Source: an optimization exercise on an open RTL-to-GDS flow (aim: small area, a short achievable clock period and few clock cycles per item). Production flows keep margins and buffers that such runs may drop.
Function was checked by simulation only, so behaviour that the tests miss may differ from the original.
No activity file was given, so power comes from the tool's default toggle rates.

--- design/flow/run.sh ---
#!/bin/bash
# synth_recipe.tcl (not shown) runs the flow's synth.tcl, then flattens the netlist and writes it again
# the make line also repeats each setting of config.mk as NAME=value (left out here)
make -C /OpenROAD-flow-scripts/flow DESIGN_CONFIG=/design/flow/config.mk WORK_HOME=/design/flow/orfs CLKGATE_MAP_FILE= SYNTH_SCRIPT=/design/flow/synth_recipe.tcl finish
--- design/flow/config.mk ---
export PLATFORM = sky130hd
export DESIGN_NAME = sparse_batch_accum
export DESIGN_NICKNAME = sparse_batch_accum
export VERILOG_FILES = /design/flow/design.v
export SDC_FILE = /design/flow/constraint.sdc
export NUM_CORES = 4
export LEC_CHECK = 0
export ABC_AREA = 1
export CAP_MARGIN = 20
export CORE_MARGIN = 2
export CORE_UTILIZATION = 55
export CTS_CLUSTER_DIAMETER = 80
export CTS_CLUSTER_SIZE = 25
export SETUP_SLACK_MARGIN = 5
export SLEW_MARGIN = 20
--- design/flow/constraint.sdc ---
create_clock -name core_clock -period 8.0 [get_ports {clk}]
set_input_delay 1.6000 -clock core_clock [delete_from_list [all_inputs] [get_ports {clk}]]
set_output_delay 1.6000 -clock core_clock [all_outputs]
set_load 0.01 [all_outputs]
--- design/flow/design.v ---
package sparse_batch_accum_pkg;
  localparam int DATA_W = 8;
  localparam int RES_W  = 32;
  localparam int IDX_W  = 4;
  localparam int BATCH  = 32;
  function automatic int bw(input int v);
    if (v <= 2) begin
      bw = 1;
    end else begin
      bw = $clog2(v);
    end
  endfunction
  typedef enum logic [1:0] {
    ACCUM = 2'd0,
    FLUSH = 2'd1,
    DRAIN = 2'd2
  } state_t;
endpackage
module sparse_ks_add #(
  parameter int W = 16
) (
  input  logic [W-1:0] a,
  input  logic [W-1:0] b,
  output logic [W-1:0] sum,
  output logic         cout
);
  localparam int L = $clog2(W);
  logic [W-1:0] g [L+1];
  logic [W-1:0] p [L+1];
  assign g[0] = a & b;
  assign p[0] = a ^ b;
  for (genvar l = 0; l < L; l++) begin : g_lvl
    for (genvar i = 0; i < W; i++) begin : g_bit
      if (i >= (1 << l)) begin : g_op
        assign g[l+1][i] = g[l][i] | (p[l][i] & g[l][i-(1<<l)]);
        assign p[l+1][i] = p[l][i] & p[l][i-(1<<l)];
      end else begin : g_pass
        assign g[l+1][i] = g[l][i];
        assign p[l+1][i] = p[l][i];
      end
    end
  end
  assign sum  = p[0] ^ {g[L][W-2:0], 1'b0};
  assign cout = g[L][W-1];
endmodule
module sparse_add_raw #(
  parameter int PW    = 16,
  parameter int RES_W = 32
) (
  input  logic [RES_W-1:0] acc,
  input  logic [PW-1:0]    prod,
  output logic [RES_W-1:0] sum,
  output logic             ovf_p,
  output logic             ovf_n
);
  localparam int HW = RES_W - PW;
  logic [PW:0]   lo;
  logic [HW-1:0] hi, hi_c1, hi_c0;
  logic          c, s, top_p, bot_n;
  sparse_ks_add #(.W(PW)) u_lo (.a(acc[PW-1:0]), .b(prod), .sum(lo[PW-1:0]), .cout(lo[PW]));
  assign hi     = acc[RES_W-1:PW];
  assign c      = lo[PW];
  assign s      = prod[PW-1];
  assign hi_c1  = s ? hi : hi + 1'b1;
  assign hi_c0  = s ? hi - 1'b1 : hi;
  assign top_p  = ~s & (hi == {1'b0, {(HW-1){1'b1}}});
  assign bot_n  = s & (hi == {1'b1, {(HW-1){1'b0}}});
  assign ovf_p  = c & top_p;
  assign ovf_n  = ~c & bot_n;
  assign sum    = {(c ? hi_c1 : hi_c0), lo[PW-1:0]};
endmodule
module sparse_mac_stage #(
  parameter int DATA_W = sparse_batch_accum_pkg::DATA_W,
  parameter int RES_W  = sparse_batch_accum_pkg::RES_W
) (
  input  logic [RES_W-1:0]    acc_rd,
  input  logic                fwd,
  input  logic [RES_W-1:0]    prev_raw,
  input  logic                prev_sat_p,
  input  logic                prev_sat_n,
  input  logic [2*DATA_W-1:0] prod,
  output logic [RES_W-1:0]    res_raw,
  output logic                res_sat_p,
  output logic                res_sat_n,
  output logic                ovf
);
  localparam int PW = 2*DATA_W;
  localparam int HW = RES_W - PW;
  logic [RES_W-1:0] sum_a, sum_b, sum_c;
  logic             ovf_pa, ovf_na, ovf_pb, ovf_nb;
  logic             sel_a, sel_b, sel_c;
  logic             p_pos, p_neg, sat_pc, sat_nc, ovf_c;
  sparse_add_raw #(.PW(PW), .RES_W(RES_W)) u_add_a (
    .acc(acc_rd), .prod(prod), .sum(sum_a), .ovf_p(ovf_pa), .ovf_n(ovf_na)
  );
  sparse_add_raw #(.PW(PW), .RES_W(RES_W)) u_add_b (
    .acc(prev_raw), .prod(prod), .sum(sum_b), .ovf_p(ovf_pb), .ovf_n(ovf_nb)
  );
  assign p_neg  = prod[PW-1];
  assign p_pos  = ~prod[PW-1] & (|prod);
  assign sat_pc = prev_sat_p & p_pos;
  assign sat_nc = prev_sat_n & p_neg;
  assign ovf_c  = sat_pc | sat_nc;
  assign sum_c  = prev_sat_p ? {1'b0, {(HW-1){1'b1}}, prod - 1'b1} : {1'b1, {(HW-1){1'b0}}, prod};
  assign sel_a = ~fwd;
  assign sel_b = fwd & ~(prev_sat_p | prev_sat_n);
  assign sel_c = fwd & (prev_sat_p | prev_sat_n);
  always_comb begin
    res_raw   = ({RES_W{sel_a}} & sum_a) | ({RES_W{sel_b}} & sum_b) | ({RES_W{sel_c}} & sum_c);
    res_sat_p = (sel_a & ovf_pa) | (sel_b & ovf_pb) | (sel_c & sat_pc);
    res_sat_n = (sel_a & ovf_na) | (sel_b & ovf_nb) | (sel_c & sat_nc);
    ovf       = (sel_a & (ovf_pa | ovf_na)) | (sel_b & (ovf_pb | ovf_nb)) | (sel_c & ovf_c);
  end
endmodule
module sparse_mul_pp (
  input  logic [7:0]  a,
  input  logic [7:0]  b,
  output logic [15:0] r0,
  output logic [15:0] r1,
  output logic [15:0] r2,
  output logic [15:0] r3
);
  logic ps1;
  logic pc2;
  logic ps3;
  logic pc4;
  logic ps5;
  logic pc6;
  logic ps7;
  logic pc8;
  logic ps9;
  logic pc10;
  logic ps11;
  logic pc12;
  logic ps13;
  logic pc14;
  logic ps15;
  logic pc16;
  logic ps17;
  logic pc18;
  logic ps19;
  logic pc20;
  logic ps21;
  logic pc22;
  logic ps23;
  logic pc24;
  logic ps25;
  logic pc26;
  logic ps27;
  logic pc28;
  logic ps29;
  logic pc30;
  logic ps31;
  logic pc32;
  logic ps33;
  logic pc34;
  logic ps35;
  logic pc36;
  logic ps37;
  logic pc38;
  logic ps39;
  logic pc40;
  assign ps1 = (a[0] & b[6]) ^ (a[1] & b[5]);
  assign pc2 = (a[0] & b[6]) & (a[1] & b[5]);
  assign ps3 = (~(a[0] & b[7])) ^ (a[1] & b[6]) ^ (a[2] & b[5]);
  assign pc4 = ((~(a[0] & b[7])) & (a[1] & b[6])) | ((~(a[0] & b[7])) & (a[2] & b[5])) | ((a[1] & b[6]) & (a[2] & b[5]));
  assign ps5 = (a[3] & b[4]) ^ (a[4] & b[3]);
  assign pc6 = (a[3] & b[4]) & (a[4] & b[3]);
  assign ps7 = (~(a[1] & b[7])) ^ (a[2] & b[6]) ^ (a[3] & b[5]);
  assign pc8 = ((~(a[1] & b[7])) & (a[2] & b[6])) | ((~(a[1] & b[7])) & (a[3] & b[5])) | ((a[2] & b[6]) & (a[3] & b[5]));
  assign ps9 = (a[4] & b[4]) ^ (a[5] & b[3]) ^ (a[6] & b[2]);
  assign pc10 = ((a[4] & b[4]) & (a[5] & b[3])) | ((a[4] & b[4]) & (a[6] & b[2])) | ((a[5] & b[3]) & (a[6] & b[2]));
  assign ps11 = (~(a[2] & b[7])) ^ (a[3] & b[6]) ^ (a[4] & b[5]);
  assign pc12 = ((~(a[2] & b[7])) & (a[3] & b[6])) | ((~(a[2] & b[7])) & (a[4] & b[5])) | ((a[3] & b[6]) & (a[4] & b[5]));
  assign ps13 = (a[0] & b[4]) ^ (a[1] & b[3]);
  assign pc14 = (a[0] & b[4]) & (a[1] & b[3]);
  assign ps15 = (a[0] & b[5]) ^ (a[1] & b[4]) ^ (a[2] & b[3]);
  assign pc16 = ((a[0] & b[5]) & (a[1] & b[4])) | ((a[0] & b[5]) & (a[2] & b[3])) | ((a[1] & b[4]) & (a[2] & b[3]));
  assign ps17 = (a[3] & b[2]) ^ (a[4] & b[1]);
  assign pc18 = (a[3] & b[2]) & (a[4] & b[1]);
  assign ps19 = (a[2] & b[4]) ^ (a[3] & b[3]) ^ (a[4] & b[2]);
  assign pc20 = ((a[2] & b[4]) & (a[3] & b[3])) | ((a[2] & b[4]) & (a[4] & b[2])) | ((a[3] & b[3]) & (a[4] & b[2]));
  assign ps21 = (a[5] & b[1]) ^ (a[6] & b[0]) ^ ps1;
  assign pc22 = ((a[5] & b[1]) & (a[6] & b[0])) | ((a[5] & b[1]) & ps1) | ((a[6] & b[0]) & ps1);
  assign ps23 = (a[5] & b[2]) ^ (a[6] & b[1]) ^ (~(a[7] & b[0]));
  assign pc24 = ((a[5] & b[2]) & (a[6] & b[1])) | ((a[5] & b[2]) & (~(a[7] & b[0]))) | ((a[6] & b[1]) & (~(a[7] & b[0])));
  assign ps25 = ps3 ^ ps5 ^ pc2;
  assign pc26 = (ps3 & ps5) | (ps3 & pc2) | (ps5 & pc2);
  assign ps27 = (~(a[7] & b[1])) ^ 1'b1 ^ ps7;
  assign pc28 = ((~(a[7] & b[1])) & 1'b1) | ((~(a[7] & b[1])) & ps7) | (1'b1 & ps7);
  assign ps29 = ps9 ^ pc4 ^ pc6;
  assign pc30 = (ps9 & pc4) | (ps9 & pc6) | (pc4 & pc6);
  assign ps31 = (a[5] & b[4]) ^ (a[6] & b[3]) ^ (~(a[7] & b[2]));
  assign pc32 = ((a[5] & b[4]) & (a[6] & b[3])) | ((a[5] & b[4]) & (~(a[7] & b[2]))) | ((a[6] & b[3]) & (~(a[7] & b[2])));
  assign ps33 = ps11 ^ pc8 ^ pc10;
  assign pc34 = (ps11 & pc8) | (ps11 & pc10) | (pc8 & pc10);
  assign ps35 = (~(a[3] & b[7])) ^ (a[4] & b[6]) ^ (a[5] & b[5]);
  assign pc36 = ((~(a[3] & b[7])) & (a[4] & b[6])) | ((~(a[3] & b[7])) & (a[5] & b[5])) | ((a[4] & b[6]) & (a[5] & b[5]));
  assign ps37 = (a[6] & b[4]) ^ (~(a[7] & b[3])) ^ pc12;
  assign pc38 = ((a[6] & b[4]) & (~(a[7] & b[3]))) | ((a[6] & b[4]) & pc12) | ((~(a[7] & b[3])) & pc12);
  assign ps39 = (~(a[4] & b[7])) ^ (a[5] & b[6]) ^ (a[6] & b[5]);
  assign pc40 = ((~(a[4] & b[7])) & (a[5] & b[6])) | ((~(a[4] & b[7])) & (a[6] & b[5])) | ((a[5] & b[6]) & (a[6] & b[5]));
  assign r0[0] = (a[0] & b[0]);
  assign r0[1] = (a[0] & b[1]);
  assign r0[2] = (a[0] & b[2]);
  assign r0[3] = (a[0] & b[3]);
  assign r0[4] = (a[2] & b[2]);
  assign r0[5] = (a[5] & b[0]);
  assign r0[6] = ps19;
  assign r0[7] = ps23;
  assign r0[8] = ps27;
  assign r0[9] = ps31;
  assign r0[10] = ps35;
  assign r0[11] = (~(a[7] & b[4]));
  assign r0[12] = (~(a[5] & b[7]));
  assign r0[13] = (~(a[6] & b[7]));
  assign r0[14] = (a[7] & b[7]);
  assign r0[15] = 1'b1;
  assign r1[0] = 1'b0;
  assign r1[1] = (a[1] & b[0]);
  assign r1[2] = (a[1] & b[1]);
  assign r1[3] = (a[1] & b[2]);
  assign r1[4] = (a[3] & b[1]);
  assign r1[5] = ps15;
  assign r1[6] = ps21;
  assign r1[7] = ps25;
  assign r1[8] = ps29;
  assign r1[9] = ps33;
  assign r1[10] = ps37;
  assign r1[11] = ps39;
  assign r1[12] = (a[6] & b[6]);
  assign r1[13] = (~(a[7] & b[6]));
  assign r1[14] = 1'b0;
  assign r1[15] = 1'b0;
  assign r2[0] = 1'b0;
  assign r2[1] = 1'b0;
  assign r2[2] = (a[2] & b[0]);
  assign r2[3] = (a[2] & b[1]);
  assign r2[4] = (a[4] & b[0]);
  assign r2[5] = ps17;
  assign r2[6] = pc16;
  assign r2[7] = pc20;
  assign r2[8] = pc24;
  assign r2[9] = pc28;
  assign r2[10] = pc32;
  assign r2[11] = pc36;
  assign r2[12] = (~(a[7] & b[5]));
  assign r2[13] = 1'b0;
  assign r2[14] = 1'b0;
  assign r2[15] = 1'b0;
  assign r3[0] = 1'b0;
  assign r3[1] = 1'b0;
  assign r3[2] = 1'b0;
  assign r3[3] = (a[3] & b[0]);
  assign r3[4] = ps13;
  assign r3[5] = pc14;
  assign r3[6] = pc18;
  assign r3[7] = pc22;
  assign r3[8] = pc26;
  assign r3[9] = pc30;
  assign r3[10] = pc34;
  assign r3[11] = pc38;
  assign r3[12] = pc40;
  assign r3[13] = 1'b0;
  assign r3[14] = 1'b0;
  assign r3[15] = 1'b0;
endmodule
module sparse_mul_fin (
  input  logic [15:0] r0,
  input  logic [15:0] r1,
  input  logic [15:0] r2,
  input  logic [15:0] r3,
  output logic [15:0] prod
);
  logic [15:0] x0, x1;
  logic fs1;
  logic fc2;
  logic fs3;
  logic fc4;
  logic fs5;
  logic fc6;
  logic fs7;
  logic fc8;
  logic fs9;
  logic fc10;
  logic fs11;
  logic fc12;
  logic fs13;
  logic fc14;
  logic fs15;
  logic fc16;
  logic fs17;
  logic fc18;
  logic fs19;
  logic fc20;
  logic fs21;
  logic fc22;
  logic fs23;
  logic fc24;
  logic fs25;
  logic fc26;
  logic fs27;
  logic fc28;
  logic fs29;
  logic fc30;
  logic fs31;
  logic fc32;
  logic fs33;
  logic fc34;
  logic fs35;
  logic fc36;
  logic fs37;
  logic fc38;
  logic fs39;
  logic fc40;
  logic fs41;
  logic fc42;
  logic fs43;
  logic fc44;
  assign fs1 = r0[3] ^ r1[3];
  assign fc2 = r0[3] & r1[3];
  assign fs3 = r0[4] ^ r1[4] ^ r2[4];
  assign fc4 = (r0[4] & r1[4]) | (r0[4] & r2[4]) | (r1[4] & r2[4]);
  assign fs5 = r0[5] ^ r1[5] ^ r2[5];
  assign fc6 = (r0[5] & r1[5]) | (r0[5] & r2[5]) | (r1[5] & r2[5]);
  assign fs7 = r0[6] ^ r1[6] ^ r2[6];
  assign fc8 = (r0[6] & r1[6]) | (r0[6] & r2[6]) | (r1[6] & r2[6]);
  assign fs9 = r0[7] ^ r1[7] ^ r2[7];
  assign fc10 = (r0[7] & r1[7]) | (r0[7] & r2[7]) | (r1[7] & r2[7]);
  assign fs11 = r0[8] ^ r1[8] ^ r2[8];
  assign fc12 = (r0[8] & r1[8]) | (r0[8] & r2[8]) | (r1[8] & r2[8]);
  assign fs13 = r0[9] ^ r1[9] ^ r2[9];
  assign fc14 = (r0[9] & r1[9]) | (r0[9] & r2[9]) | (r1[9] & r2[9]);
  assign fs15 = r0[10] ^ r1[10] ^ r2[10];
  assign fc16 = (r0[10] & r1[10]) | (r0[10] & r2[10]) | (r1[10] & r2[10]);
  assign fs17 = r0[11] ^ r1[11] ^ r2[11];
  assign fc18 = (r0[11] & r1[11]) | (r0[11] & r2[11]) | (r1[11] & r2[11]);
  assign fs19 = r0[12] ^ r1[12] ^ r2[12];
  assign fc20 = (r0[12] & r1[12]) | (r0[12] & r2[12]) | (r1[12] & r2[12]);
  assign fs21 = r0[2] ^ r1[2];
  assign fc22 = r0[2] & r1[2];
  assign fs23 = r2[3] ^ r3[3] ^ fs1;
  assign fc24 = (r2[3] & r3[3]) | (r2[3] & fs1) | (r3[3] & fs1);
  assign fs25 = r3[4] ^ fs3 ^ fc2;
  assign fc26 = (r3[4] & fs3) | (r3[4] & fc2) | (fs3 & fc2);
  assign fs27 = r3[5] ^ fs5 ^ fc4;
  assign fc28 = (r3[5] & fs5) | (r3[5] & fc4) | (fs5 & fc4);
  assign fs29 = r3[6] ^ fs7 ^ fc6;
  assign fc30 = (r3[6] & fs7) | (r3[6] & fc6) | (fs7 & fc6);
  assign fs31 = r3[7] ^ fs9 ^ fc8;
  assign fc32 = (r3[7] & fs9) | (r3[7] & fc8) | (fs9 & fc8);
  assign fs33 = r3[8] ^ fs11 ^ fc10;
  assign fc34 = (r3[8] & fs11) | (r3[8] & fc10) | (fs11 & fc10);
  assign fs35 = r3[9] ^ fs13 ^ fc12;
  assign fc36 = (r3[9] & fs13) | (r3[9] & fc12) | (fs13 & fc12);
  assign fs37 = r3[10] ^ fs15 ^ fc14;
  assign fc38 = (r3[10] & fs15) | (r3[10] & fc14) | (fs15 & fc14);
  assign fs39 = r3[11] ^ fs17 ^ fc16;
  assign fc40 = (r3[11] & fs17) | (r3[11] & fc16) | (fs17 & fc16);
  assign fs41 = r3[12] ^ fs19 ^ fc18;
  assign fc42 = (r3[12] & fs19) | (r3[12] & fc18) | (fs19 & fc18);
  assign fs43 = r0[13] ^ r1[13] ^ fc20;
  assign fc44 = (r0[13] & r1[13]) | (r0[13] & fc20) | (r1[13] & fc20);
  assign x0[0] = r0[0];
  assign x1[0] = 1'b0;
  assign x0[1] = r0[1];
  assign x1[1] = r1[1];
  assign x0[2] = r2[2];
  assign x1[2] = fs21;
  assign x0[3] = fs23;
  assign x1[3] = fc22;
  assign x0[4] = fs25;
  assign x1[4] = fc24;
  assign x0[5] = fs27;
  assign x1[5] = fc26;
  assign x0[6] = fs29;
  assign x1[6] = fc28;
  assign x0[7] = fs31;
  assign x1[7] = fc30;
  assign x0[8] = fs33;
  assign x1[8] = fc32;
  assign x0[9] = fs35;
  assign x1[9] = fc34;
  assign x0[10] = fs37;
  assign x1[10] = fc36;
  assign x0[11] = fs39;
  assign x1[11] = fc38;
  assign x0[12] = fs41;
  assign x1[12] = fc40;
  assign x0[13] = fs43;
  assign x1[13] = fc42;
  assign x0[14] = r0[14];
  assign x1[14] = fc44;
  assign x0[15] = r0[15];
  assign x1[15] = 1'b0;
  logic        unused_cout;
  sparse_ks_add #(.W(16)) u_cpa (.a(x0), .b(x1), .sum(prod), .cout(unused_cout));
endmodule
module sparse_batch_accum #(
  parameter int DATA_W = sparse_batch_accum_pkg::DATA_W,
  parameter int RES_W  = sparse_batch_accum_pkg::RES_W,
  parameter int IDX_W  = sparse_batch_accum_pkg::IDX_W,
  parameter int BATCH  = sparse_batch_accum_pkg::BATCH
) (
  input  logic              clk,
  input  logic              rst,
  input  logic              in_valid,
  output logic              in_ready,
  input  logic [DATA_W-1:0] in_data,
  input  logic [DATA_W-1:0] in_weight,
  input  logic [IDX_W-1:0]  in_idx,
  input  logic              in_last,
  output logic              out_valid,
  input  logic              out_ready,
  output logic [RES_W-1:0]  out_data,
  output logic [IDX_W-1:0]  out_idx,
  output logic              out_last,
  output logic [sparse_batch_accum_pkg::bw(BATCH+1)-1:0] sample_cnt
  , output logic            sat_flag
);
  localparam int NACC  = 2**IDX_W;
  localparam int CNT_W = sparse_batch_accum_pkg::bw(BATCH+1);
  localparam int PW    = 2*DATA_W;
  typedef enum logic [1:0] {
    ACCUM = 2'd0,
    WAIT  = 2'd1,
    LOAD  = 2'd2,
    DRAIN = 2'd3
  } st_t;
  st_t                state, state_nxt;
  logic               accept, handshake, done;
  logic               last_sample;
  logic               i_valid;
  logic [IDX_W-1:0]   i_idx, i_idx_nxt;
  logic [PW-1:0]      i_r0, i_r1, i_r2, i_r3, pp_r0, pp_r1, pp_r2, pp_r3;
  logic [PW-1:0]      prod;
  logic               s1_valid;
  logic [IDX_W-1:0]   s1_idx;
  logic [PW-1:0]      s1_prod;
  logic [RES_W-1:0]   s1_acc;
  logic               s1_fwd;
  logic               s1_load;
  logic               s2_valid;
  logic [IDX_W-1:0]   s2_idx;
  logic [RES_W-1:0]   s2_raw, s2_res;
  logic               s2_sat_p, s2_sat_n;
  logic [RES_W-1:0]   acc [NACC];
  logic [NACC-1:0]    acc_vld;
  logic [RES_W-1:0]   rd_val;
  logic [RES_W-1:0]   add_raw;
  logic               add_sat_p, add_sat_n, add_ovf;
  assign accept    = in_valid & in_ready;
  assign handshake = out_valid & out_ready;
  assign done      = handshake & out_last;
  assign last_sample = (sample_cnt == CNT_W'(BATCH - 1));
  always_comb begin
    state_nxt = state;
    i_idx_nxt = in_idx;
    case (state)
      ACCUM: begin
        if (accept && in_last && last_sample) state_nxt = WAIT;
      end
      WAIT: begin
        state_nxt = LOAD;
        i_idx_nxt = '0;
      end
      LOAD: begin
        if (s1_valid && (s1_idx == '0)) begin
          i_idx_nxt = '0;
        end else begin
          state_nxt = DRAIN;
          i_idx_nxt = IDX_W'(1);
        end
      end
      DRAIN: begin
        i_idx_nxt = handshake ? i_idx + 1'b1 : i_idx;
        if (done) state_nxt = ACCUM;
      end
      default: begin
        state_nxt = ACCUM;
      end
    endcase
  end
  always_ff @(posedge clk or posedge rst) begin
    if (rst) begin
      state      <= ACCUM;
      in_ready   <= 1'b0;
      out_valid  <= 1'b0;
      out_last   <= 1'b0;
      out_idx    <= '0;
      sample_cnt <= '0;
      i_valid    <= 1'b0;
      s1_valid   <= 1'b0;
      s2_valid   <= 1'b0;
      acc_vld    <= '0;
    end else begin
      state     <= state_nxt;
      in_ready  <= (state_nxt == ACCUM);
      out_valid <= (state_nxt == DRAIN);
      if (state != DRAIN) begin
        out_idx  <= '0;
        out_last <= 1'b0;
      end else if (handshake) begin
        out_idx  <= out_idx + 1'b1;
        out_last <= (out_idx == IDX_W'(NACC - 2));
      end
      if (done) begin
        sample_cnt <= '0;
      end else if (accept && in_last) begin
        sample_cnt <= sample_cnt + 1'b1;
      end
      i_valid  <= accept;
      s1_valid <= i_valid;
      s2_valid <= s1_valid;
      if (done) begin
        acc_vld <= '0;
      end else if (s2_valid) begin
        acc_vld[s2_idx] <= 1'b1;
      end
    end
  end
  always_ff @(posedge clk or posedge rst) begin
    if (rst) begin
      sat_flag <= 1'b0;
    end else if (done) begin
      sat_flag <= 1'b0;
    end else if (s1_valid && add_ovf) begin
      sat_flag <= 1'b1;
    end
  end
  sparse_mul_pp u_pp (
    .a(in_data), .b(in_weight), .r0(pp_r0), .r1(pp_r1), .r2(pp_r2), .r3(pp_r3)
  );
  always_ff @(posedge clk) begin
    i_idx <= i_idx_nxt;
    i_r0  <= pp_r0;
    i_r1  <= pp_r1;
    i_r2  <= pp_r2;
    i_r3  <= pp_r3;
  end
  sparse_mul_fin u_fin (.r0(i_r0), .r1(i_r1), .r2(i_r2), .r3(i_r3), .prod(prod));
  always_comb begin
    if (s2_valid && (s2_idx == i_idx)) begin
      rd_val = s2_res;
    end else if (acc_vld[i_idx]) begin
      rd_val = acc[i_idx];
    end else begin
      rd_val = '0;
    end
  end
  assign s1_load = (state != DRAIN) | out_ready;
  always_ff @(posedge clk) begin
    s1_idx  <= i_idx;
    s1_prod <= prod;
    s1_fwd  <= s1_valid & (s1_idx == i_idx);
    if (s1_load) begin
      s1_acc <= rd_val;
    end
  end
  assign out_data = s1_acc;
  sparse_mac_stage #(.DATA_W(DATA_W), .RES_W(RES_W)) u_mac (
    .acc_rd(s1_acc), .fwd(s1_fwd), .prev_raw(s2_raw), .prev_sat_p(s2_sat_p),
    .prev_sat_n(s2_sat_n), .prod(s1_prod), .res_raw(add_raw), .res_sat_p(add_sat_p),
    .res_sat_n(add_sat_n), .ovf(add_ovf)
  );
  always_ff @(posedge clk) begin
    s2_idx   <= s1_idx;
    s2_raw   <= add_raw;
    s2_sat_p <= add_sat_p;
    s2_sat_n <= add_sat_n;
  end
  always_comb begin
    if (s2_sat_p) begin
      s2_res = {1'b0, {(RES_W-1){1'b1}}};
    end else if (s2_sat_n) begin
      s2_res = {1'b1, {(RES_W-1){1'b0}}};
    end else begin
      s2_res = s2_raw;
    end
  end
  always_ff @(posedge clk) begin
    if (s2_valid) begin
      acc[s2_idx] <= s2_res;
    end
  end
endmodule
==> impl_results.md, run 1 <==
- Outcome: complete, no violations
- Final GP Congestion: 0.8794
- Synthesized area: 0.03307 mm^2
- Critical-path cell list: clkdlybuf4s15_1
- Slew margin rel.: 0.3100
- Reg-to-reg slack, setup: 5190 ps
- Post-DP HPWL: 53280 um
- Synth Register Bits: 695
- Synth cell types: 51
- Sink Count: 695
- Routed WL: 88430 um
- Total negative slack: 0 ps
- Final worst-path cycle share: 0.3704
- Comb pwr share: 0.464
- Unrepaired setup endpoints after global routing: yes
- Worst R2R Start: i_r0[4]
- Skew final: 31.27 ps
- Gr usage total: 0.2830
- Final ANT Viol Nets: 0
- Die Y: 249.2 um
- Starting Density: 0.5582
- Nets: 3379
- Flop pwr share: 0.382
- Clock share of power: 0.154
- Critical path class: reg -> out
- R2r endpoint: s1_prod[15]
- Worst Hold Depth: 0
- Total gr overflow: 0
- Buffers and inverters on the worst path: 1
- Root Buffer: clkbuf_16
- Std-Cell Rows: 89
- Seq/Total Area, Yosys: 0.5919
- FFs w/ async S/R, synth: 0.05036
- Vias: 23340
- Hold-fix buffers at CTS: 0
- Commonest non-fill, non-tap cell in the layout: nand2_1
- Final hold violations: 0
- Int Pwr: 7868 uW
- Most frequent cells in the layout: 588 x nand2_1, 548 x edfxtp_1, 344 x o21ai_0
- CP Launch Type: flop
- Pwr Density: 384.6 mW/mm^2
- DR WL/cell: 21.89 um
- Initial antenna violation count: 0
- Max incr delay on CP: 500 ps
- Largest net degree at the start of global routing: 89
- Drt pass-1 iters: 7
- Max Clk Rate: 0.3374 GHz
- CTS tree: done
- Sw Share: 0.4311
- CP arrival: 1360 ps
- Synthesized Nets: 3339
- Hold path start: i_r0[0]
- Via count of the first global-routing pass: 22555
- Synth warn: 5
- CTS clk-pin slew, worst paths: 100 ps
- Hold Crit Class: reg -> reg
- Drt initial violations: 2127
- Most common flop cell mapped by yosys: edfxtp_1
- Top Ports: 71
- Peak VDD IR: 260.2 uV
- Critical Path End Type: output pin
- Hold EP: s1_prod[0]
- Max Fanout on Critical Path: 2
- Reg2reg path depth: 12
- Tightest Pin Transition: 1035 ps
- Syn avg cell area: 10.32 um^2
- Required @ worst endpoint: 6400 ps
- Static Leak: 0.01440 uW
- DRC Markers: 0
- Min cycle time layout: 2963 ps
- Htree depth: 2
- Worst hold margin: 346.4 ps
- Ant. Diodes: 0
- Post-synth EDFFs: 548
- Top Family by Delay on Critical Path: flip-flops
- Routed vias/inst: 5.777
- Area Growth Syn to Fin: 8.724%
- Global-route wire length before repair: 134600 um
- Final Max Slew Viols: 0
- Port Buf Inserts: 70
- Width of the chip: 249.2 um
- Sw power: 5961 uW
- Final setup fails: 0
- Worst-Skew Late Latency: 600 ps
- Syn Inst Count: 3206
- Slowest-stage cell, CP: edfxtp_1
- Share of layout cells above drive strength 1: 0.06673
- DIE AREA: 0.06211 mm^2
- Worst-case clock buffer depth: 3
- CORE AREA: 0.05924 mm^2
- CTS buffer count: 37
- Max_cap viols: 0
layout make-up:
class	instances	area, um^2
Multi-Input combinational cell	2007	11540
Sequential cell	695	19590
Timing Repair Buffer	166	1416
Clock buffer	49	1002
Tap cell	773	967.2
Inverter	339	1281
Clock inverter	11	161.4
Fill cell	4927	23280
layer usage:
layer  GRT usage  wire length [um]  up-vias
met1      0.3897             38260    11468
met2      0.4800             43380      703
met5           0                 0        -
met4     0.07504              2159        0
li1            -                 -    11067
met3     0.03135              4621      102
metrics by stage:
stage | area (um^2) | total power [uW] | setup WS (ps) | std cells | utilization
2_1_floorplan | 33080 | 9520 | 4996 | 3206 | -
4_1_cts | 35860 | 13750 | 4690 | 4030 | 0.6053
5_1_grt | 35960 | 14770 | 5000 | 4040 | 0.6070
3_3_place_gp | 34400 | 11370 | 4424 | 3932 | 0.5806
3_5_place_dp | 34400 | 11470 | 4378 | 3932 | 0.5807
6_report | 35960 | 13830 | 5037 | 4040 | 0.6070
logic make-up after synthesis:
| logic type | synth area share |
|---|---|
| flops | 0.5919 |
| compound gates | 0.1164 |
| xor+xnor | 0.01536 |
| mux | 0.03874 |
| simple gates | 0.1242 |
| fa+ha+maj | 0.04949 |
| buf+inv | 0.06394 |
Yosys cell counts (11+ instances only):
| library cell | n | area share |
|---|---|---|
| a31oi_1 | 11 | 0.0021 |
| buf_6 | 18 | 0.0061 |
| ha_1 | 70 | 0.026 |
| a21oi_1 | 221 | 0.033 |
| nand4_1 | 17 | 0.0032 |
| dfrtp_1 | 35 | 0.026 |
| nand3_1 | 164 | 0.025 |
| inv_1 | 329 | 0.037 |
| nand2_1 | 591 | 0.067 |
| o21ai_1 | 35 | 0.0053 |
| edfxtp_1 | 548 | 0.50 |
| buf_1 | 11 | 0.0012 |
| o211ai_1 | 60 | 0.014 |
| buf_2 | 39 | 0.0059 |
| nor2_1 | 182 | 0.021 |
| dfxtp_1 | 112 | 0.068 |
| clkbuf_1 | 86 | 0.0098 |
| o21ai_0 | 353 | 0.053 |
| fa_1 | 38 | 0.023 |
| mux2i_1 | 128 | 0.039 |
| nor3_1 | 18 | 0.0027 |
| xor2_1 | 52 | 0.014 |
power by group through the flow:
stage	clock network, uW	logic, uW	registers (uW)
floorplan	0	4440	5080
global placement	0	5780	5590
detailed placement	0	5880	5590
CTS	2170	6270	5300
global route	2310	7130	5330
finish	2140	6410	5280
timing repair:
item,CTS,global route
setup buffers,38,9
gates resized for setup,111,19
setup endpoints to repair,86,52
pin swaps,0,2
worst max-delay path by stage:
| stage | from | to | slack (ps) | cells after the start |
|---|---|---|---|---|
| final | s1_acc[25] | out_data[25] | 5040 | 1 |
| after global routing | s1_acc[21] | out_data[21] | 5000 | 2 |
| after floorplan | in_data[6] | i_r1[8] | 5000 | 5 |
| after detailed placement | in_weight[4] | i_r1[8] | 4380 | 5 |
| after global placement | in_weight[4] | i_r1[8] | 4420 | 5 |
| after CTS | s1_acc[21] | out_data[21] | 4690 | 2 |
sequential cells by signal (all words and copies together), names as in the netlist, 6 cells and up, named ones only:
name,cells
s1_prod,16
i_r3,10
i_r2,11
acc,512
i_r1,13
s2_raw,32
s1_acc,32
sample_cnt,6
acc_vld,16
i_r0,15
Testbench counts, summed over its fixed seeds: cycles 5,226, items 4,650.
==> run 2: changes to the inputs <==
--- a/design/flow/design.v
+++ b/design/flow/design.v
@@ -437,7 +437,7 @@
   logic               s1_valid;
   logic [IDX_W-1:0]   s1_idx;
   logic [PW-1:0]      s1_prod;
-  logic [RES_W-1:0]   s1_acc;
+  logic [RES_W-1:0]   s1_acc, s1_out;
   logic               s1_fwd;
   logic               s1_load;
   logic               s2_valid;
@@ -486,8 +486,6 @@
       state      <= ACCUM;
       in_ready   <= 1'b0;
       out_valid  <= 1'b0;
-      out_last   <= 1'b0;
-      out_idx    <= '0;
       sample_cnt <= '0;
       i_valid    <= 1'b0;
       s1_valid   <= 1'b0;
@@ -497,13 +495,6 @@
       state     <= state_nxt;
       in_ready  <= (state_nxt == ACCUM);
       out_valid <= (state_nxt == DRAIN);
-      if (state != DRAIN) begin
-        out_idx  <= '0;
-        out_last <= 1'b0;
-      end else if (handshake) begin
-        out_idx  <= out_idx + 1'b1;
-        out_last <= (out_idx == IDX_W'(NACC - 2));
-      end
       if (done) begin
         sample_cnt <= '0;
       end else if (accept && in_last) begin
@@ -528,6 +519,15 @@
       sat_flag <= 1'b1;
     end
   end
+  always_ff @(posedge clk) begin
+    if (state != DRAIN) begin
+      out_idx  <= '0;
+      out_last <= 1'b0;
+    end else if (handshake) begin
+      out_idx  <= out_idx + 1'b1;
+      out_last <= (out_idx == IDX_W'(NACC - 2));
+    end
+  end
   sparse_mul_pp u_pp (
     .a(in_data), .b(in_weight), .r0(pp_r0), .r1(pp_r1), .r2(pp_r2), .r3(pp_r3)
   );
@@ -553,11 +553,12 @@
     s1_idx  <= i_idx;
     s1_prod <= prod;
     s1_fwd  <= s1_valid & (s1_idx == i_idx);
+    s1_acc  <= rd_val;
     if (s1_load) begin
-      s1_acc <= rd_val;
+      s1_out <= rd_val;
     end
   end
-  assign out_data = s1_acc;
+  assign out_data = s1_out;
   sparse_mac_stage #(.DATA_W(DATA_W), .RES_W(RES_W)) u_mac (
     .acc_rd(s1_acc), .fwd(s1_fwd), .prev_raw(s2_raw), .prev_sat_p(s2_sat_p),
     .prev_sat_n(s2_sat_n), .prod(s1_prod), .res_raw(add_raw), .res_sat_p(add_sat_p),
==> design/flow/flow/run.sh (new file) <==
#!/bin/bash
set -euo pipefail
bash standard.sh SETUP_SLACK_MARGIN=5.5 finish > flow_standard.log 2>&1
==> design/flow/standard.sh (new file) <==
#!/bin/bash
# synth_recipe.tcl (not shown) runs the flow's synth.tcl, then flattens the netlist and writes it again
# the make line also repeats each setting of config.mk as NAME=value (left out here)
make -C /OpenROAD-flow-scripts/flow DESIGN_CONFIG=/design/flow/config.mk WORK_HOME=/design/flow/orfs CLKGATE_MAP_FILE= SYNTH_SCRIPT=/design/flow/synth_recipe.tcl "${@:-finish}"
--- a/design/flow/config.mk
+++ b/design/flow/config.mk
@@ -5,7 +5,6 @@
 export SDC_FILE = /design/flow/constraint.sdc
 export NUM_CORES = 4
 export LEC_CHECK = 0
-export ABC_AREA = 1
 export CAP_MARGIN = 20
 export CORE_MARGIN = 2
 export CORE_UTILIZATION = 55
removed: design/flow/run.sh
==> run 2 against run 1 <==
Clock skew down 5.4 ps. Routed wire length down 9.7%. Global-route usage down 0.39 points. Sequential cell count up 32. Critical endpoint is now s1_prod[13]. Largest power group unchanged.
==> impl_results.md, run 2 <==
- Total negative slack: 0 ps (unchanged)
- Seq/Total Area, Yosys: 0.6535 (+0.06169)
- Vias: 17752 (-24%)
- Nets: 2245 (-34%)
- DRC Markers: 0 (unchanged)
- Peak VDD IR: 315.0 uV (+21%)
- CP Launch Type: flop
- Post-DP HPWL: 45010 um (-16%)
- Outcome: complete, no violations
- Hold Crit Class: reg -> reg
- Largest cells by area after synthesis: edfxtp_1 53%, mux4_2 12%, dfxtp_1 9.7%
- Critical path class: reg -> reg
- Syn avg cell area: 15.74 um^2 (+53%)
- Post-synth EDFFs: 548 (unchanged)
- Placed Cells: 2725 (-31%)
- Skew final: 25.86 ps (-5.408 ps)
- Tot Pwr: 14120 uW (+2.1%)
- Root Buffer: clkbuf_16
- FFs w/ async S/R, synth: 0.04127 (-0.009094)
- Final hold violations: 0 (unchanged)
- Reg with most FFs: acc
- Unrepaired setup endpoints after global routing: yes
- Synth cell types: 75 (+47%)
- Most common flop cell mapped by yosys: edfxtp_1
- Drt pass-1 iters: 5 (-2)
- Max Clk Rate: 0.3244 GHz (-3.9%)
- Total gr overflow: 0 (unchanged)
- Critical Path End Type: flop
- Required @ worst endpoint: 8460 ps (+2060 ps)
- Most frequent cells in the layout: 548 x edfxtp_1, 165 x mux4_2, 125 x dfxtp_1
- Area leader, netlist: edfxtp_1
- Max_cap viols: 0 (unchanged)
- Most frequent cell after synthesis: edfxtp_1
- Top Ports: 71 (unchanged)
- Via count of the first global-routing pass: 17828 (-21%)
- Largest net degree at the start of global routing: 38 (-57%)
- Starting Density: 0.5585 (about the same)
- Global-route wire length before repair: 115600 um (-14%)
- Die Y: 241.0 um (-3.3%)
- Share of layout cells above drive strength 1: 0.2695 (+0.2028)
- Gr usage total: 0.2790 (-0.003950)
- Syn Inst Count: 1963 (-39%)
- Top cells by count, synth: 548 x edfxtp_1, 165 x mux4_2, 149 x dfxtp_1
- Initial antenna violation count: 3 (+3)
- Max reg flops: 512 (unchanged)
- CORE AREA: 0.05531 mm^2 (-6.6%)
- Port Buf Inserts: 70 (unchanged)
- Synth warn: 5 (unchanged)
- Worst-Skew Late Latency: 600 ps (about the same)
- CTS clk-pin slew, worst paths: 90 ps (about the same)
- Synth Register Bits: 727 (+4.6%)
- Width of the chip: 241.0 um (-3.3%)
- Drt initial violations: 1721 (-19%)
- Synthesized area: 0.03089 mm^2 (-6.6%)
- Final setup fails: 0 (unchanged)
- Synthesized Nets: 2096 (-37%)
- Slew margin rel.: 0.2113 (-0.09874)
- CTS tree: done
- Area Growth Syn to Fin: 15.04%
- CTS buffer count: 38 (+2.7%)
- Final std cells w/o fill: 2892 (-28%)
- Routed vias/inst: 6.138 (+6.3%)
- Final ANT Viol Nets: 0 (unchanged)
- Final Max Slew Viols: 0 (unchanged)
- Max Fanout on Critical Path: 2 (unchanged)
- Final GP Congestion: 0.8708 (-0.98%)
- Tightest Pin Transition: 1172 ps (+137.3 ps)
- Routed WL: 79860 um (-9.7%)
- Std-Cell Rows: 86 (-3.4%)
- Worst-case clock buffer depth: 3 (unchanged)
- Post-synth top area share: 0.5327 (+0.03511)
- Commonest non-fill, non-tap cell in the layout: edfxtp_1
- Htree depth: 2 (unchanged)
- Min cycle time layout: 3082 ps (+118.9 ps)
- Sink Count: 727 (+4.6%)
- DR WL/cell: 27.61 um (+26%)
- Static Leak: 0.01251 uW (-13%)
- Final worst-path cycle share: 0.3853 (+0.01486)
- Reg-to-reg slack, setup: 4920 ps (-270 ps)
- DIE AREA: 0.05808 mm^2 (-6.5%)
- Pwr Density: 397.2 mW/mm^2 (+3.3%)
- CP arrival: 3550 ps (+2190 ps)
[run 2: changes by cell type in the layout (fill, tap and decap cells not counted), sizes merged, moves of 70 or more]
cell	previous run	this run
inv	343	96
o21ai	388	75
nand3	164	57
buf	109	179
mux4	0	165
nand2	592	88
a21oi	221	95
nor2	183	100
mux2i	128	6
[run 2: layer usage]
layer | track usage | share of wire | up-vias
li1 | - | - | 7803
met1 | 0.4014 | 0.43 | 9288
met5 | 0 | 0 | -
met3 | 0.05216 | 0.068 | 89
met4 | 0.07015 | 0.019 | 0
met2 | 0.4451 | 0.48 | 572
[run 2: final cells by class]
type	count	area, um^2
Sequential cell	727	20240
Fill cell	4048	19770
Multi-Input combinational cell	1061	10900
Timing Repair Buffer	195	1929
Clock buffer	56	1040
Tap cell	748	935.9
Inverter	89	336.6
Clock inverter	13	150.1
Antenna cell	3	7.507
[run 2: final timing paths]
kind	from	end	depth (start not counted)
setup reg to reg	i_r2[4]	s1_prod[13]	13
hold reg to reg	i_r0[0]	s1_prod[0]	0
max in group asynchronous	rst	s2_valid	2
setup / recovery	i_r2[4]	s1_prod[13]	13
hold / removal	i_r0[0]	s1_prod[0]	0
min in group asynchronous	rst	sat_flag	2
[run 2: cells by family after synthesis]
group / synth area share
DFF: 0.6535
and+or+nand+nor: 0.06444
AOI/OAI and AO/OA: 0.05561
buffers and inverters: 0.02187
muxes: 0.1241
adders and majority gates: 0.05298
xor gates and xnor gates: 0.02750
[run 2: metrics by stage]
| step | utilization | cell area (um^2) | worst slack, ps | hold slack, ps |
|---|---|---|---|---|
| finish | 0.6426 | 35540 | 4918 | 336.4 |
| global route | 0.6424 | 35530 | 4765 | 343.3 |
| CTS | 0.6296 | 34820 | 4884 | 336.5 |
| detailed placement | 0.5926 | 32780 | 4263 | 321.0 |
| global placement | 0.5926 | 32780 | 4323 | 315.0 |
| floorplan | - | 31200 | 5052 | 308.9 |
[run 2: worst max-delay path, stage by stage, from the launching register on]
cell	delay (ps)
dfxtp_2	330
inv_2	40
fa_1	490
fa_1	510
inv_2	50
ha_4	240
a21oi_4	140
nor2b_1	60
o21a_1	180
o311a_1	310
o21a_1	210
o21ai_2	160
a21oi_2	80
xor2_1	160
[run 2: report_power, final]
group          leakage, uW  switching (uW)  internal, uW
Sequential         0.00660             540          5020
Combinational      0.00534            3450          2910
Clock             0.000572            1220           976
Total               0.0125            5210          8910
[run 2: repair_timing]
action	CTS	global route
buffers inserted	50	34
cloned	7	4
resized for setup	356	103
endpoints found under the setup margin	234	115
hold buffers	0	0
pin swaps	30	55
Testbench counts of run 2, summed over its fixed seeds: cycles 5,226, items 4,650.
==> run 3: changes to the inputs <==
--- a/design/flow/design.v
+++ b/design/flow/design.v
@@ -43,73 +43,54 @@
   assign sum  = p[0] ^ {g[L][W-2:0], 1'b0};
   assign cout = g[L][W-1];
 endmodule
-module sparse_add_raw #(
-  parameter int PW    = 16,
-  parameter int RES_W = 32
-) (
-  input  logic [RES_W-1:0] acc,
-  input  logic [PW-1:0]    prod,
-  output logic [RES_W-1:0] sum,
-  output logic             ovf_p,
-  output logic             ovf_n
-);
-  localparam int HW = RES_W - PW;
-  logic [PW:0]   lo;
-  logic [HW-1:0] hi, hi_c1, hi_c0;
-  logic          c, s, top_p, bot_n;
-  sparse_ks_add #(.W(PW)) u_lo (.a(acc[PW-1:0]), .b(prod), .sum(lo[PW-1:0]), .cout(lo[PW]));
-  assign hi     = acc[RES_W-1:PW];
-  assign c      = lo[PW];
-  assign s      = prod[PW-1];
-  assign hi_c1  = s ? hi : hi + 1'b1;
-  assign hi_c0  = s ? hi - 1'b1 : hi;
-  assign top_p  = ~s & (hi == {1'b0, {(HW-1){1'b1}}});
-  assign bot_n  = s & (hi == {1'b1, {(HW-1){1'b0}}});
-  assign ovf_p  = c & top_p;
-  assign ovf_n  = ~c & bot_n;
-  assign sum    = {(c ? hi_c1 : hi_c0), lo[PW-1:0]};
-endmodule
 module sparse_mac_stage #(
   parameter int DATA_W = sparse_batch_accum_pkg::DATA_W,
   parameter int RES_W  = sparse_batch_accum_pkg::RES_W
 ) (
-  input  logic [RES_W-1:0]    acc_rd,
-  input  logic                fwd,
-  input  logic [RES_W-1:0]    prev_raw,
-  input  logic                prev_sat_p,
-  input  logic                prev_sat_n,
-  input  logic [2*DATA_W-1:0] prod,
-  output logic [RES_W-1:0]    res_raw,
-  output logic                res_sat_p,
-  output logic                res_sat_n,
-  output logic                ovf
+  input  logic [RES_W-1:0]          acc_rd,
+  input  logic                      fwd,
+  input  logic [RES_W-2*DATA_W-1:0] prev_top,
+  input  logic [2*DATA_W-1:0]       prev_lo,
+  input  logic                      prev_sat_p,
+  input  logic                      prev_sat_n,
+  input  logic [2*DATA_W-1:0]       prod,
+  output logic [RES_W-2*DATA_W-1:0] res_hi,
+  output logic [2*DATA_W-1:0]       res_lo,
+  output logic                      res_k,
+  output logic                      res_sat_p,
+  output logic                      res_sat_n,
+  output logic                      ovf
 );
   localparam int PW = 2*DATA_W;
   localparam int HW = RES_W - PW;
-  logic [RES_W-1:0] sum_a, sum_b, sum_c;
-  logic             ovf_pa, ovf_na, ovf_pb, ovf_nb;
-  logic             sel_a, sel_b, sel_c;
-  logic             p_pos, p_neg, sat_pc, sat_nc, ovf_c;
-  sparse_add_raw #(.PW(PW), .RES_W(RES_W)) u_add_a (
-    .acc(acc_rd), .prod(prod), .sum(sum_a), .ovf_p(ovf_pa), .ovf_n(ovf_na)
-  );
-  sparse_add_raw #(.PW(PW), .RES_W(RES_W)) u_add_b (
-    .acc(prev_raw), .prod(prod), .sum(sum_b), .ovf_p(ovf_pb), .ovf_n(ovf_nb)
-  );
-  assign p_neg  = prod[PW-1];
-  assign p_pos  = ~prod[PW-1] & (|prod);
-  assign sat_pc = prev_sat_p & p_pos;
-  assign sat_nc = prev_sat_n & p_neg;
-  assign ovf_c  = sat_pc | sat_nc;
-  assign sum_c  = prev_sat_p ? {1'b0, {(HW-1){1'b1}}, prod - 1'b1} : {1'b1, {(HW-1){1'b0}}, prod};
+  localparam logic [HW-1:0] HI_MAX = {1'b0, {(HW-1){1'b1}}};
+  localparam logic [HW-1:0] HI_MIN = {1'b1, {(HW-1){1'b0}}};
+  logic [PW:0]   u_a, u_b, u_c;
+  logic [HW-1:0] hi_a, hi_c;
+  logic          ps, sel_a, sel_b, sel_c;
+  logic          ovf_pa, ovf_na, ovf_pb, ovf_nb, ovf_pc, ovf_nc;
+  assign ps = prod[PW-1];
+  sparse_ks_add #(.W(PW)) u_add_a (.a(acc_rd[PW-1:0]), .b(prod), .sum(u_a[PW-1:0]), .cout(u_a[PW]));
+  assign hi_a   = acc_rd[RES_W-1:PW];
+  assign ovf_pa = (hi_a == HI_MAX) & u_a[PW] & ~ps;
+  assign ovf_na = (hi_a == HI_MIN) & ~u_a[PW] & ps;
+  sparse_ks_add #(.W(PW)) u_add_b (.a(prev_lo), .b(prod), .sum(u_b[PW-1:0]), .cout(u_b[PW]));
+  assign ovf_pb = (prev_top == HI_MAX) & u_b[PW] & ~ps;
+  assign ovf_nb = (prev_top == HI_MIN) & ~u_b[PW] & ps;
+  assign u_c    = prev_sat_p ? ({1'b0, {PW{1'b1}}} + {1'b0, prod}) : {1'b0, prod};
+  assign hi_c   = prev_sat_p ? HI_MAX : HI_MIN;
+  assign ovf_pc = prev_sat_p & u_c[PW] & ~ps;
+  assign ovf_nc = prev_sat_n & ~u_c[PW] & ps;
   assign sel_a = ~fwd;
   assign sel_b = fwd & ~(prev_sat_p | prev_sat_n);
   assign sel_c = fwd & (prev_sat_p | prev_sat_n);
   always_comb begin
-    res_raw   = ({RES_W{sel_a}} & sum_a) | ({RES_W{sel_b}} & sum_b) | ({RES_W{sel_c}} & sum_c);
-    res_sat_p = (sel_a & ovf_pa) | (sel_b & ovf_pb) | (sel_c & sat_pc);
-    res_sat_n = (sel_a & ovf_na) | (sel_b & ovf_nb) | (sel_c & sat_nc);
-    ovf       = (sel_a & (ovf_pa | ovf_na)) | (sel_b & (ovf_pb | ovf_nb)) | (sel_c & ovf_c);
+    res_hi    = ({HW{sel_a}} & hi_a) | ({HW{sel_b}} & prev_top) | ({HW{sel_c}} & hi_c);
+    res_lo    = ({PW{sel_a}} & u_a[PW-1:0]) | ({PW{sel_b}} & u_b[PW-1:0]) | ({PW{sel_c}} & u_c[PW-1:0]);
+    res_k     = (sel_a & u_a[PW]) | (sel_b & u_b[PW]) | (sel_c & u_c[PW]);
+    res_sat_p = (sel_a & ovf_pa) | (sel_b & ovf_pb) | (sel_c & ovf_pc);
+    res_sat_n = (sel_a & ovf_na) | (sel_b & ovf_nb) | (sel_c & ovf_nc);
+    ovf       = res_sat_p | res_sat_n;
   end
 endmodule
 module sparse_mul_pp (
@@ -437,18 +418,23 @@
   logic               s1_valid;
   logic [IDX_W-1:0]   s1_idx;
   logic [PW-1:0]      s1_prod;
-  logic [RES_W-1:0]   s1_acc, s1_out;
+  logic [RES_W-1:0]   s1_acc;
   logic               s1_fwd;
   logic               s1_load;
+  localparam int HW = RES_W - PW;
   logic               s2_valid;
   logic [IDX_W-1:0]   s2_idx;
-  logic [RES_W-1:0]   s2_raw, s2_res;
+  logic [HW-1:0]      s2_hi, s2_top;
+  logic [PW-1:0]      s2_lo;
+  logic               s2_k, s2_s;
+  logic [RES_W-1:0]   s2_res;
   logic               s2_sat_p, s2_sat_n;
   logic [RES_W-1:0]   acc [NACC];
   logic [NACC-1:0]    acc_vld;
   logic [RES_W-1:0]   rd_val;
-  logic [RES_W-1:0]   add_raw;
-  logic               add_sat_p, add_sat_n, add_ovf;
+  logic [HW-1:0]      add_hi;
+  logic [PW-1:0]      add_lo;
+  logic               add_k, add_sat_p, add_sat_n, add_ovf;
   assign accept    = in_valid & in_ready;
   assign handshake = out_valid & out_ready;
   assign done      = handshake & out_last;
@@ -486,6 +472,8 @@
       state      <= ACCUM;
       in_ready   <= 1'b0;
       out_valid  <= 1'b0;
+      out_last   <= 1'b0;
+      out_idx    <= '0;
       sample_cnt <= '0;
       i_valid    <= 1'b0;
       s1_valid   <= 1'b0;
@@ -495,6 +483,13 @@
       state     <= state_nxt;
       in_ready  <= (state_nxt == ACCUM);
       out_valid <= (state_nxt == DRAIN);
+      if (state != DRAIN) begin
+        out_idx  <= '0;
+        out_last <= 1'b0;
+      end else if (handshake) begin
+        out_idx  <= out_idx + 1'b1;
+        out_last <= (out_idx == IDX_W'(NACC - 2));
+      end
       if (done) begin
         sample_cnt <= '0;
       end else if (accept && in_last) begin
@@ -519,15 +514,6 @@
       sat_flag <= 1'b1;
     end
   end
-  always_ff @(posedge clk) begin
-    if (state != DRAIN) begin
-      out_idx  <= '0;
-      out_last <= 1'b0;
-    end else if (handshake) begin
-      out_idx  <= out_idx + 1'b1;
-      out_last <= (out_idx == IDX_W'(NACC - 2));
-    end
-  end
   sparse_mul_pp u_pp (
     .a(in_data), .b(in_weight), .r0(pp_r0), .r1(pp_r1), .r2(pp_r2), .r3(pp_r3)
   );
@@ -553,30 +539,42 @@
     s1_idx  <= i_idx;
     s1_prod <= prod;
     s1_fwd  <= s1_valid & (s1_idx == i_idx);
-    s1_acc  <= rd_val;
     if (s1_load) begin
-      s1_out <= rd_val;
+      s1_acc <= rd_val;
     end
   end
-  assign out_data = s1_out;
+  assign out_data = s1_acc;
   sparse_mac_stage #(.DATA_W(DATA_W), .RES_W(RES_W)) u_mac (
-    .acc_rd(s1_acc), .fwd(s1_fwd), .prev_raw(s2_raw), .prev_sat_p(s2_sat_p),
-    .prev_sat_n(s2_sat_n), .prod(s1_prod), .res_raw(add_raw), .res_sat_p(add_sat_p),
-    .res_sat_n(add_sat_n), .ovf(add_ovf)
+    .acc_rd(s1_acc), .fwd(s1_fwd), .prev_top(s2_top), .prev_lo(s2_lo),
+    .prev_sat_p(s2_sat_p), .prev_sat_n(s2_sat_n), .prod(s1_prod), .res_hi(add_hi),
+    .res_lo(add_lo), .res_k(add_k), .res_sat_p(add_sat_p), .res_sat_n(add_sat_n),
+    .ovf(add_ovf)
   );
   always_ff @(posedge clk) begin
     s2_idx   <= s1_idx;
-    s2_raw   <= add_raw;
+    s2_hi    <= add_hi;
+    s2_lo    <= add_lo;
+    s2_k     <= add_k;
+    s2_s     <= s1_prod[PW-1];
     s2_sat_p <= add_sat_p;
     s2_sat_n <= add_sat_n;
   end
   always_comb begin
+    if (s2_k && !s2_s) begin
+      s2_top = s2_hi + 1'b1;
+    end else if (s2_s && !s2_k) begin
+      s2_top = s2_hi - 1'b1;
+    end else begin
+      s2_top = s2_hi;
+    end
+  end
+  always_comb begin
     if (s2_sat_p) begin
       s2_res = {1'b0, {(RES_W-1){1'b1}}};
     end else if (s2_sat_n) begin
       s2_res = {1'b1, {(RES_W-1){1'b0}}};
     end else begin
-      s2_res = s2_raw;
+      s2_res = {s2_top, s2_lo};
     end
   end
   always_ff @(posedge clk) begin
==> design/flow/run.sh (new file) <==
#!/bin/bash
# synth_recipe.tcl (not shown) runs the flow's synth.tcl, then flattens the netlist and writes it again
# the make line also repeats each setting of config.mk as NAME=value (left out here)
make -C /OpenROAD-flow-scripts/flow DESIGN_CONFIG=/design/flow/config.mk WORK_HOME=/design/flow/orfs CLKGATE_MAP_FILE= SYNTH_SCRIPT=/design/flow/synth_recipe.tcl finish
removed: design/flow/flow/run.sh
removed: design/flow/standard.sh
==> run 3 against run 2 <==
Still clean. Utilization shrank 2.3 points. Worst hold slack gained 2.7 ps. Sequential power shrank 3%. Clock skew shrank 0.61 ps. Register-to-register slack gained 30 ps. Clock power shrank 3%. Synthesized area shrank 2.9%. Critical path depth is the same. Fmax grew 0.85%. Cell area shrank 6.0%. Non-clock buffer count shrank 44. Largest power group is now sequential cells.
==> impl_results.md, run 3 <==
- Outcome: complete, no violations
- Htree depth: 2 (unchanged)
- Post-synth EDFFs: 548 (unchanged)
- Register area: 0.01964 mm^2 (-2.9%)
- CP Launch Type: flop
- CTS buffer count: 38 (unchanged)
- Multi-input logic area: 0.01011 mm^2 (-7.3%)
- Largest net degree at the start of global routing: 65 (+71%)
- Final GP Congestion: 0.8792 (+0.96%)
- Syn Inst Count: 1882 (-4.1%)
- Initial antenna violation count: 1 (-2)
- Final Max Slew Viols: 0 (unchanged)
- Commonest non-fill, non-tap cell in the layout: edfxtp_1
- Synthesized area: 0.03001 mm^2 (-2.9%)
- Total gr overflow: 0 (unchanged)
- FFs w/ async S/R, synth: 0.05022 (+0.008950)
- Drt pass-1 iters: 5 (unchanged)
- Static Leak: 0.01166 uW (-6.8%)
- Worst-Skew Late Latency: 600 ps (about the same)
- Post-synth top area share: 0.5483 (+0.01563)
- CTS clk-pin slew, worst paths: 80 ps (about the same)
- Root Buffer: clkbuf_16
- Via count of the first global-routing pass: 16861 (-5.4%)
- Area Growth Syn to Fin: 11.35%
- DR WL/cell: 27.04 um (-2.1%)
- Vias: 16827 (-5.2%)
- CTS tree: done
- Routed WL: 73200 um (-8.3%)
- Top cells by count, synth: 548 x edfxtp_1, 165 x mux4_2, 130 x nor2_1
- Most common flop cell mapped by yosys: edfxtp_1
- Skew final: 25.25 ps (-0.6128 ps)
- Final setup fails: 0 (unchanged)
- Gr usage total: 0.2650 (-0.01396)
- Drt initial violations: 1674 (-2.7%)
- Nets: 2121 (-5.5%)
- Max Fanout on Critical Path: 3 (+1)
- Critical path class: reg -> reg
- Critical Path End Type: flop
- Most frequent cell after synthesis: edfxtp_1
- Min cycle time layout: 3056 ps (-26.11 ps)
- DIE AREA: 0.05645 mm^2 (-2.8%)
- Largest cells by area after synthesis: edfxtp_1 55%, mux4_2 12%, dfxtp_1 7.6%
- Tightest Pin Transition: 991.3 ps (-181.0 ps)
- Tot Pwr: 12740 uW (-9.8%)
- Seq/Total Area, Yosys: 0.6535 (about the same)
- Synth warn: 5 (unchanged)
- Worst-case clock buffer depth: 3 (unchanged)
- Final hold violations: 0 (unchanged)
- Width of the chip: 237.6 um (-1.4%)
- Port Buf Inserts: 70 (unchanged)
- Std-Cell Rows: 85 (-1.2%)
- Required @ worst endpoint: 8500 ps (+40 ps)
- Reg with most FFs: acc
- Hold Crit Class: reg -> reg
- Synthesized Nets: 2010 (-4.1%)
- # fillers: 4012 (-0.89%)
- Final worst-path cycle share: 0.3820 (-0.003264)
- Peak VDD IR: 312.9 uV (-0.66%)
- Sink Count: 697 (-4.1%)
- Share of layout cells above drive strength 1: 0.2050 (-0.06453)
- DRC Markers: 0 (unchanged)
- Max Clk Rate: 0.3272 GHz (+0.85%)
- Global-route wire length before repair: 109500 um (-5.3%)
- Unrepaired setup endpoints after global routing: yes
- Slew margin rel.: 0.3322 (+0.1209)
- Top Ports: 71 (unchanged)
- Top flop regs: acc x512, s1_acc x32
- Post-DP HPWL: 42190 um (-6.3%)
- Total negative slack: 0 ps (unchanged)
- Most frequent cells in the layout: 548 x edfxtp_1, 165 x mux4_2, 111 x nor2_1
- Max reg flops: 512 (unchanged)
- Synth Register Bits: 697 (-4.1%)
- Max_cap viols: 0 (unchanged)
- Syn avg cell area: 15.95 um^2 (+1.3%)
- Final ANT Viol Nets: 0 (unchanged)
- Pwr Density: 381.1 mW/mm^2 (-4.0%)
- Synth cell types: 78 (+4.0%)
- Die Y: 237.6 um (-1.4%)
- CORE AREA: 0.05392 mm^2 (-2.5%)
- Starting Density: 0.5566 (-0.001962)
- Routed vias/inst: 6.216 (+1.3%)
- CP arrival: 3550 ps (about the same)
- Area leader, netlist: edfxtp_1
[run 3: cells by family (layout without fill, tap and decap cells)]
| logic type | count (synthesis) | count (layout) | synth area share |
|---|---|---|---|
| buffers and inverters | 160 | 288 | 0.02180 |
| XOR/XNOR | 86 | 86 | 0.02510 |
| other | 0 | 1 | 0 |
| adder cells (fa/ha/maj) | 103 | 103 | 0.05245 |
| AND/OR/NAND/NOR | 434 | 434 | 0.07188 |
| multiplexers | 178 | 178 | 0.1285 |
| AO/OA/AOI/OAI | 224 | 224 | 0.04674 |
| flip-flops | 697 | 697 | 0.6535 |
[run 3: area by class of cell]
cell class | count | share of cell area
sequential | 697 | 0.5877
multi-input combinational | 1025 | 0.3024
timing repair buffer | 151 | 0.03980
clock buffer | 41 | 0.02943
tap | 696 | 0.02606
inverter | 80 | 0.009360
clock inverter | 16 | 0.005092
antenna | 1 | 0.00007488
[run 3: critical path: stages (launching register included)]
cell       delay, ps
dfxtp_2          330
fa_1             530
inv_1             50
fa_1             500
inv_2             50
ha_4             230
a21oi_4          120
o21bai_1          90
a21oi_2          160
nor2b_2           80
o2111ai_2        180
nand3_2          120
o41ai_4          350
xnor2_1          180
[run 3: power breakdown]
part | internal [uW] | switching, uW | leakage, uW
clock | 949 | 1190 | 0.000560
combinational | 2310 | 2910 | 0.00475
sequential | 4830 | 551 | 0.00635
total | 8090 | 4650 | 0.0117
[run 3: repair_timing]
item / CTS / global route
hold endpoints to repair: 0 / 0
endpoints found under the setup margin: 245 / 186
pin swaps: 17 / 17
buffers inserted: 47 / 6
hold buffers: 0 / 0
cloned: 1 / 0
resized for setup: 130 / 31
[run 3: worst paths after layout]
check / slack [ps] / to / startpoint / depth (start not counted)
min in group asynchronous: 1400 / in_ready / rst / 3
setup reg to reg: 4940 / s1_prod[13] / i_r0[4] / 13
hold reg to reg: 340 / s1_prod[0] / i_r0[0] / 0
setup / recovery: 4940 / s1_prod[13] / i_r0[4] / 13
hold / removal: 340 / s1_prod[0] / i_r0[0] / 0
max in group asynchronous: 6270 / sat_flag / rst / 3
[run 3: metal layers]
metal  wire (um)  GRT usage  share of wire  vias to the layer above
met5          12          0        0.00016                        -
met4        1203    0.05355          0.016                        2
met3        4083    0.02787          0.056                       71
met2       34790     0.4210           0.48                      511
met1       33110     0.4049           0.45                     8816
li1            -          -              -                     7427
[run 3: metrics by stage]
stage                       util  instance area (um^2)  hold WS (ps)  setup slack, ps  cells
after CTS                 0.6169                 33260         351.4             4892   2700
after floorplan                -                 30060         309.6             5009   1882
after global routing      0.6197                 33420         343.8             4822   2706
final                     0.6198                 33420         339.1             4944   2707
after detailed placement  0.5864                 31620         326.3             4302   2595
after global placement    0.5864                 31620         318.9             4260   2595
Testbench counts of run 3, summed over its fixed seeds: cycles 5,226, items 4,650.
==> run 4: changes to the inputs <==
==> design/flow/flow/run.sh (new file) <==
#!/bin/bash
set -euo pipefail
bash standard.sh SETUP_SLACK_MARGIN=5.5 finish > flow_standard.log 2>&1
==> design/flow/standard.sh (new file) <==
#!/bin/bash
# synth_recipe.tcl (not shown) runs the flow's synth.tcl, then flattens the netlist and writes it again
# the make line also repeats each setting of config.mk as NAME=value (left out here)
make -C /OpenROAD-flow-scripts/flow DESIGN_CONFIG=/design/flow/config.mk WORK_HOME=/design/flow/orfs CLKGATE_MAP_FILE= SYNTH_SCRIPT=/design/flow/synth_recipe.tcl "${@:-finish}"
removed: design/flow/run.sh
==> run 4 against run 3 <==
Worst hold slack got worse by 10 ps. Register-to-register slack improved by 40 ps. Non-clock buffer count rose by 97. Combinational power rose by 29%. Global-route usage rose by 0.91 points. Fmax rose by 0.54%. Clock power barely moved. Sequential power barely moved. Cell count rose by 4.0%. Utilization rose by 3.8 points. Critical path depth fell by 10. Largest cell class unchanged. Largest power group is now combinational cells. Highest routed layer is now met4.
==> impl_results.md, run 4 <==
- Hold EP: s1_prod[0]
- Pwr Density: 401.5 mW/mm^2 (+5.4%)
- Root Buffer: clkbuf_16
- Total negative slack: 0 ps (unchanged)
- Share of layout cells above drive strength 1: 0.3333 (+0.1284)
- Most frequent cells in the layout: 548 x edfxtp_1, 165 x mux4_2, 118 x buf_4
- Width of the chip: 237.6 um (unchanged)
- Register area: 0.01966 mm^2 (about the same)
- Largest net degree at the start of global routing: 66 (+1.5%)
- Worst-Skew Late Latency: 600 ps (about the same)
- Max Fanout on Critical Path: 2 (-1)
- R2r endpoint: s1_prod[14]
- Critical path class: reg -> out
- Final Max Slew Viols: 0 (unchanged)
- Area Growth Syn to Fin: 18.12%
- Synthesized area: 0.03001 mm^2 (unchanged)
- Total gr overflow: 0 (unchanged)
- Nets: 2225 (+4.9%)
- Static Leak: 0.01237 uW (+6.1%)
- Initial antenna violation count: 2 (+1)
- Max Clk Rate: 0.3290 GHz (+0.54%)
- Worst Hold Depth: 0 (unchanged)
- Peak VDD IR: 233.2 uV (-25%)
- DR WL/cell: 27.19 um (+0.56%)
- Synthesized Nets: 2010 (unchanged)
- DRC Markers: 0 (unchanged)
- Die Y: 237.6 um (unchanged)
- Min cycle time layout: 3040 ps (-16.35 ps)
- Required @ worst endpoint: 6400 ps (-2100 ps)
- Global-route wire length before repair: 112100 um (+2.4%)
- Final worst-path cycle share: 0.3800 (-0.002044)
- Final GP Congestion: 0.8553 (-2.7%)
- Worst-case clock buffer depth: 3 (unchanged)
- Outcome: complete, no violations
- Gr usage total: 0.2742 (+0.009122)
- Multi-input logic area: 0.01108 mm^2 (+9.6%)
- # fillers: 3776 (-5.9%)
- CORE AREA: 0.05392 mm^2 (unchanged)
- Drt pass-1 iters: 5 (unchanged)
- Critical Path End Type: output pin
- Reg2reg path depth: 13 (unchanged)
- Unrepaired setup endpoints after global routing: yes
- Syn avg cell area: 15.95 um^2 (unchanged)
- Tightest Pin Transition: 1089 ps (+97.99 ps)
- Final hold violations: 0 (unchanged)
- Area leader, netlist: edfxtp_1
- Slew margin rel.: 0.2661 (-0.06601)
- Via count of the first global-routing pass: 17575 (+4.2%)
- Seq/Total Area, Yosys: 0.6535 (unchanged)
-- run 4: cell counts after synthesis --
No cell type changed its count.
-- run 4: power breakdown --
| part | switching (uW) | internal (uW) | leakage, uW |
|---|---|---|---|
| clock network | 1210 | 949 | 0.000567 |
| registers | 532 | 4830 | 0.00635 |
| logic | 3500 | 3200 | 0.00545 |
| total | 5250 | 8990 | 0.0124 |
-- run 4: cell families (layout without fill, tap and decap cells) --
family / after synthesis / in the layout / synth area share
buffers and inverters: 160 / 393 / 0.02180
multiplexers: 178 / 179 / 0.1285
AND/OR/NAND/NOR: 434 / 436 / 0.07188
XOR/XNOR: 86 / 86 / 0.02510
AO/OA/AOI/OAI: 224 / 224 / 0.04674
other: 0 / 2 / 0
adder cells (fa/ha/maj): 103 / 103 / 0.05245
flip-flops: 697 / 697 / 0.6535
-- run 4: per-stage QoR --
step	util	cells	area (um^2)	setup slack [ps]
2_1_floorplan	-	1882	30220	5030
3_3_place_gp	0.5881	2596	31710	4302
3_5_place_dp	0.5882	2596	31720	4242
4_1_cts	0.6387	2780	34440	4922
5_1_grt	0.6573	2814	35440	4837
6_report	0.6574	2816	35450	4960
-- run 4: worst max-delay path by stage --
stage	start	to	slack, ps	cells after the start
final	s1_acc[0]	out_data[0]	4960	3
after global routing	i_r0[4]	s1_prod[14]	4840	13
after CTS	i_r0[4]	s1_prod[14]	4920	13
after detailed placement	out_ready	acc_vld[8]	4240	6
after global placement	out_ready	acc_vld[8]	4300	6
after floorplan	i_r0[4]	s1_prod[13]	5030	13
-- run 4: per-layer routing --
layer / vias up / routed length, um / GRT usage
li1: 7631 / - / -
met5: - / 0 / 0
met2: 626 / 36680 / 0.4331
met4: 0 / 1808 / 0.07871
met1: 9188 / 32250 / 0.3958
met3: 106 / 5828 / 0.05075
-- run 4: critical path, cell delays in order (launching register included) --
cell,delay [ps]
edfxtp_1,470
buf_6,160
buf_6,110
buf_6,110
-- run 4: area by class of cell --
type,count,share of cell area
Antenna cell,2,0.0001412
Clock buffer,49,0.02887
Clock inverter,12,0.004165
Inverter,80,0.009742
Multi-Input combinational cell,1028,0.3125
Sequential cell,697,0.5546
Tap cell,696,0.02457
Timing Repair Buffer,248,0.06463
Timing Repair inverter,4,0.0008471
-- run 4: what timing repair did --
action / CTS / global route
setup buffers: 115 / 31
resized for setup: 422 / 162
cloned: 8 / 3
setup endpoints to repair: 746 / 438
pin swaps: 63 / 53

Check on run 4: ideal ports give 4.960 ns setup slack; a clkbuf_16 on the clock port and buf_2 on the inputs give 4.901 ns; moving port delays by the midpoint clock arrival (0.644 ns) as well gives 4.923 ns.
